This design comes from an exercise in tuning for small area on the open sky130 flow, not from production work.
Only simulation tests tie the RTL to the original design; equivalence was not proved.
No activity file was given, so power comes from the tool's default toggle rates.

==> flow/design.v <==
package blit_pkg;
    localparam int addr_w       = 20;
    localparam int word_w       = 32;
    localparam int buf_words    = 9;      
    localparam int burst_len    = 8;
    localparam int guard_cycles = 16;     
    localparam int n_write_bytes = 37;
    localparam int n_read_bytes  = 4;
    localparam int n_color_bytes = 8;
    localparam int n_font_bytes  = 6;
    localparam int readout_first = 4;     
    localparam int readout_end   = 36;
    localparam int status_busy_bit  = 0;
    localparam int status_ready_bit = 1;
    localparam logic [15:0] fcolor_reset = 16'hffff;
    localparam logic [15:0] bcolor_reset = 16'h0000;
    typedef union packed {
        logic [word_w-1:0]        word;
        logic [word_w/8-1:0][7:0] bytes;   
        logic [1:0][word_w/2-1:0] pix;     
    } buf_word_u;
    typedef enum logic [2:0] {
        st_idle,
        st_load,
        st_mem_wait,
        st_font_run,
        st_read_ack,
        st_readout
    } seq_state_e;
endpackage
`timescale 1ns/1ps
module blit_top (
    input  logic        dma_clk,
    input  logic        rst_n,
    input  logic [7:0]  mcu_din,
    input  logic        mcu_clk,
    input  logic        mcu_dir,
    input  logic [31:0] mem_rd_data,
    input  logic        mem_rd_data_valid,
    input  logic        mem_init_calib,
    output logic [7:0]  mcu_dout,
    output logic        mem_cmd,
    output logic        mem_cmd_en,
    output logic [19:0] mem_addr,
    output logic [31:0] mem_wr_data,
    output logic [3:0]  mem_data_mask
);
    localparam logic [2:0] S_IDLE  = 3'd0;
    localparam logic [2:0] S_LOAD  = 3'd1;
    localparam logic [2:0] S_FONT  = 3'd2;
    localparam logic [2:0] S_WAIT  = 3'd3;
    localparam logic [2:0] S_BURST = 3'd4;
    localparam logic [2:0] S_DONE  = 3'd5;
    localparam logic [2:0] S_RACK  = 3'd6;
    localparam logic [2:0] S_ROUT  = 3'd7;
    logic [3:0] clk_s;
    logic [2:0] dir_s;
    logic       clk_rise, dir;
    assign clk_rise = clk_s[2] & ~clk_s[3];
    assign dir      = dir_s[2];
    always_ff @(posedge dma_clk or negedge rst_n) begin
        if (!rst_n) begin
            clk_s <= '0;
            dir_s <= '0;
        end else begin
            clk_s <= {clk_s[2:0], mcu_clk};
            dir_s <= {dir_s[1:0], mcu_dir};
        end
    end
    logic [2:0]  state;
    logic [5:0]  cnt;        
    logic        is_read;    
    logic        is_font;    
    logic [15:0] fcolor, bcolor;
    logic [19:0] addr;
    logic [7:0]  wmask;
    logic [7:0][7:0] lane [4];     
    logic byte_in, fall, issue, step, last_beat;
    logic ld_data, cap, wr_shift, rd_shift;
    assign byte_in   = (state == S_LOAD) & clk_rise & dir;
    assign fall      = (state == S_LOAD) & ~dir;
    assign issue     = (state == S_WAIT) & mem_init_calib & ~mem_rd_data_valid;
    assign step      = (state == S_BURST) & (~is_read | mem_rd_data_valid);
    assign last_beat = step & (cnt[2:0] == 3'd7);
    assign ld_data   = byte_in & (cnt >= 6'd4) & (cnt < 6'd36);
    assign cap       = (state == S_BURST) & is_read & mem_rd_data_valid;
    assign wr_shift  = (state == S_BURST) & ~is_read & ~is_font;
    assign rd_shift  = (state == S_ROUT) & clk_rise & (cnt[1:0] == 2'd3);
    always_ff @(posedge dma_clk or negedge rst_n) begin
        if (!rst_n) begin
            state      <= S_IDLE;
            cnt        <= '0;
            is_read    <= 1'b0;
            is_font    <= 1'b0;
            mem_cmd_en <= 1'b0;
            fcolor     <= 16'hffff;
            bcolor     <= 16'h0000;
        end else begin
            mem_cmd_en <= issue;
            case (state)
                S_IDLE: begin
                    cnt <= '0;
                    if (dir) state <= S_LOAD;
                end
                S_LOAD: begin
                    if (byte_in && cnt != 6'd38) cnt <= cnt + 6'd1;
                    if (fall) begin
                        state   <= S_IDLE;
                        cnt     <= '0;
                        is_read <= (cnt == 6'd4);
                        is_font <= (cnt == 6'd6);
                        case (cnt)
                            6'd37, 6'd4: state <= S_WAIT;
                            6'd6:        state <= S_FONT;
                            6'd8: begin
                                fcolor <= {lane[1][7], lane[0][7]};
                                bcolor <= {lane[3][7], lane[2][7]};
                            end
                            default: ;
                        endcase
                    end
                end
                S_FONT: begin
                    cnt <= cnt + 6'd1;
                    if (cnt == 6'd9) state <= S_WAIT;
                end
                S_WAIT: begin
                    cnt <= '0;
                    if (issue) state <= S_BURST;
                end
                S_BURST: begin
                    if (step) cnt <= cnt + 6'd1;
                    if (last_beat) state <= S_DONE;
                end
                S_DONE: begin
                    cnt   <= '0;
                    state <= is_read ? S_RACK : S_IDLE;
                end
                S_RACK: begin
                    if (clk_rise) state <= S_ROUT;
                end
                S_ROUT: begin
                    if (clk_rise) begin
                        cnt <= cnt + 6'd1;
                        if (cnt == 6'd31) state <= S_IDLE;
                    end
                end
                default: state <= S_IDLE;
            endcase
        end
    end
    always_ff @(posedge dma_clk) begin
        if (byte_in && cnt == 6'd0) addr[7:0]   <= mcu_din;
        if (byte_in && cnt == 6'd1) addr[15:8]  <= mcu_din;
        if (byte_in && cnt == 6'd2) addr[19:16] <= mcu_din[3:0];
        if (byte_in && (cnt == 6'd5 || cnt >= 6'd36)) wmask <= mcu_din;
        for (int j = 0; j < 4; j++) begin
            if (cap || wr_shift || rd_shift || (ld_data && cnt[1:0] == 2'(j))) begin
                for (int s = 0; s < 7; s++) lane[j][s] <= lane[j][s+1];
                lane[j][7] <= cap ? mem_rd_data[8*j +: 8] : mcu_din;
            end
        end
    end
    logic [1:0]  gbits;
    logic [31:0] head;
    always_comb begin
        case (cnt[1:0])
            2'd0: gbits = lane[0][7][7:6];
            2'd1: gbits = lane[0][7][5:4];
            2'd2: gbits = lane[0][7][3:2];
            default: gbits = lane[0][7][1:0];
        endcase
    end
    assign head  = {lane[3][0], lane[2][0], lane[1][0], lane[0][0]};
    assign mem_cmd       = ~is_read;
    assign mem_addr      = addr;
    assign mem_wr_data   = is_font ? {gbits[0] ? fcolor : bcolor, gbits[1] ? fcolor : bcolor}
                                   : head;
    assign mem_data_mask = wmask[cnt[2:0]] ? 4'h0 : 4'hf;
    logic [7:0] rd_byte;
    always_comb begin
        case (cnt[1:0])
            2'd0: rd_byte = lane[0][0];
            2'd1: rd_byte = lane[1][0];
            2'd2: rd_byte = lane[2][0];
            default: rd_byte = lane[3][0];
        endcase
    end
    assign mcu_dout      = (state == S_ROUT) ? rd_byte
                                             : {6'b0, state == S_RACK,
                                                state == S_LOAD || state == S_FONT ||
                                                state == S_WAIT || state == S_BURST ||
                                                state == S_DONE};
endmodule
Settings: LEC_CHECK=0, CAP_MARGIN=20, CORE_MARGIN=2, CORE_UTILIZATION=40, CTS_BUF_LIST=sky130_fd_sc_hd__clkbuf_2 sky130_fd_sc_hd__clkbuf_4 sky130_fd_sc_hd__clkbuf_8, CTS_CLUSTER_SIZE=30, PLACE_DENSITY=0.6, SLEW_MARGIN=20; clock period 6.0 ns.
run.sh (not shown) runs the stock make flow with config.mk's settings and CLKGATE_MAP_FILE= SYNTH_SCRIPT=/design/flow/synth_recipe.tcl, a recipe that flattens the netlist after the stock synthesis.
The starting point completed with no timing, DRC or antenna violations.
Edit:
- CTS_BUF_LIST: sky130_fd_sc_hd__clkbuf_2 sky130_fd_sc_hd__clkbuf_4 sky130_fd_sc_hd__clkbuf_8 -> sky130_fd_sc_hd__clkbuf_4
- CTS_CLUSTER_SIZE: 30 -> unset
First-iteration DRC count grows by roughly a tenth.
Maximum frequency fell slightly.
Setup slack degrades by 0.097 ns.
Clock skew is higher by 0.022 ns.
Final area barely changes.
Sequential share of layout area barely changes.
Non-clock buffer count is unchanged.
Via count rises by a few percent.
Routed wire length is about the same.
Cell count went up by a few percent.
Utilization stays flat.
Edit:
- CTS_BUF_LIST: sky130_fd_sc_hd__clkbuf_4 -> unset
- cell area drops slightly
- power is higher slightly
- hold slack stays flat
- register-to-register slack barely changes
- global-route usage decreases by 0.42 points
- final cell count went down by a little under a tenth
- setup slack is better by 0.18 ns
- clock-buffer cell count drops by 91
- non-clock buffer count stays the same
- wire length goes down slightly

[afterwards: timing with drivers on the ports]
In the flow no input, the clock included, has a driving cell. The finished layouts below were timed again as built, in two steps. Step 1 (the two cells are an assumption about what drives the block):
set clk [get_ports {dma_clk}]
set_driving_cell -lib_cell sky130_fd_sc_hd__clkbuf_16 $clk
set_driving_cell -lib_cell sky130_fd_sc_hd__buf_2 [delete_from_list [all_inputs] $clk]
Step 2, shift: input delay + t, output delay - t, t = (earliest + latest rising clock arrival at the registers) / 2. This alone moves slack from input paths to output paths. Slacks: no drivers / after step 1 / after step 2; pairs: no drivers / after step 1.
| run | shift t [ns] | setup slack, ns | pins driven straight from the clock port |
|---|---|---|---|
| the first run | 0.613 | 0.854 / 0.808 / 1.421 | 1 |
| the second run | 0.700 | 0.757 / 0.714 / 1.414 | 1 |
| the third run | 0.544 | 0.935 / 0.886 / 1.430 | 1 |
After both steps every run listed still meets setup and hold.
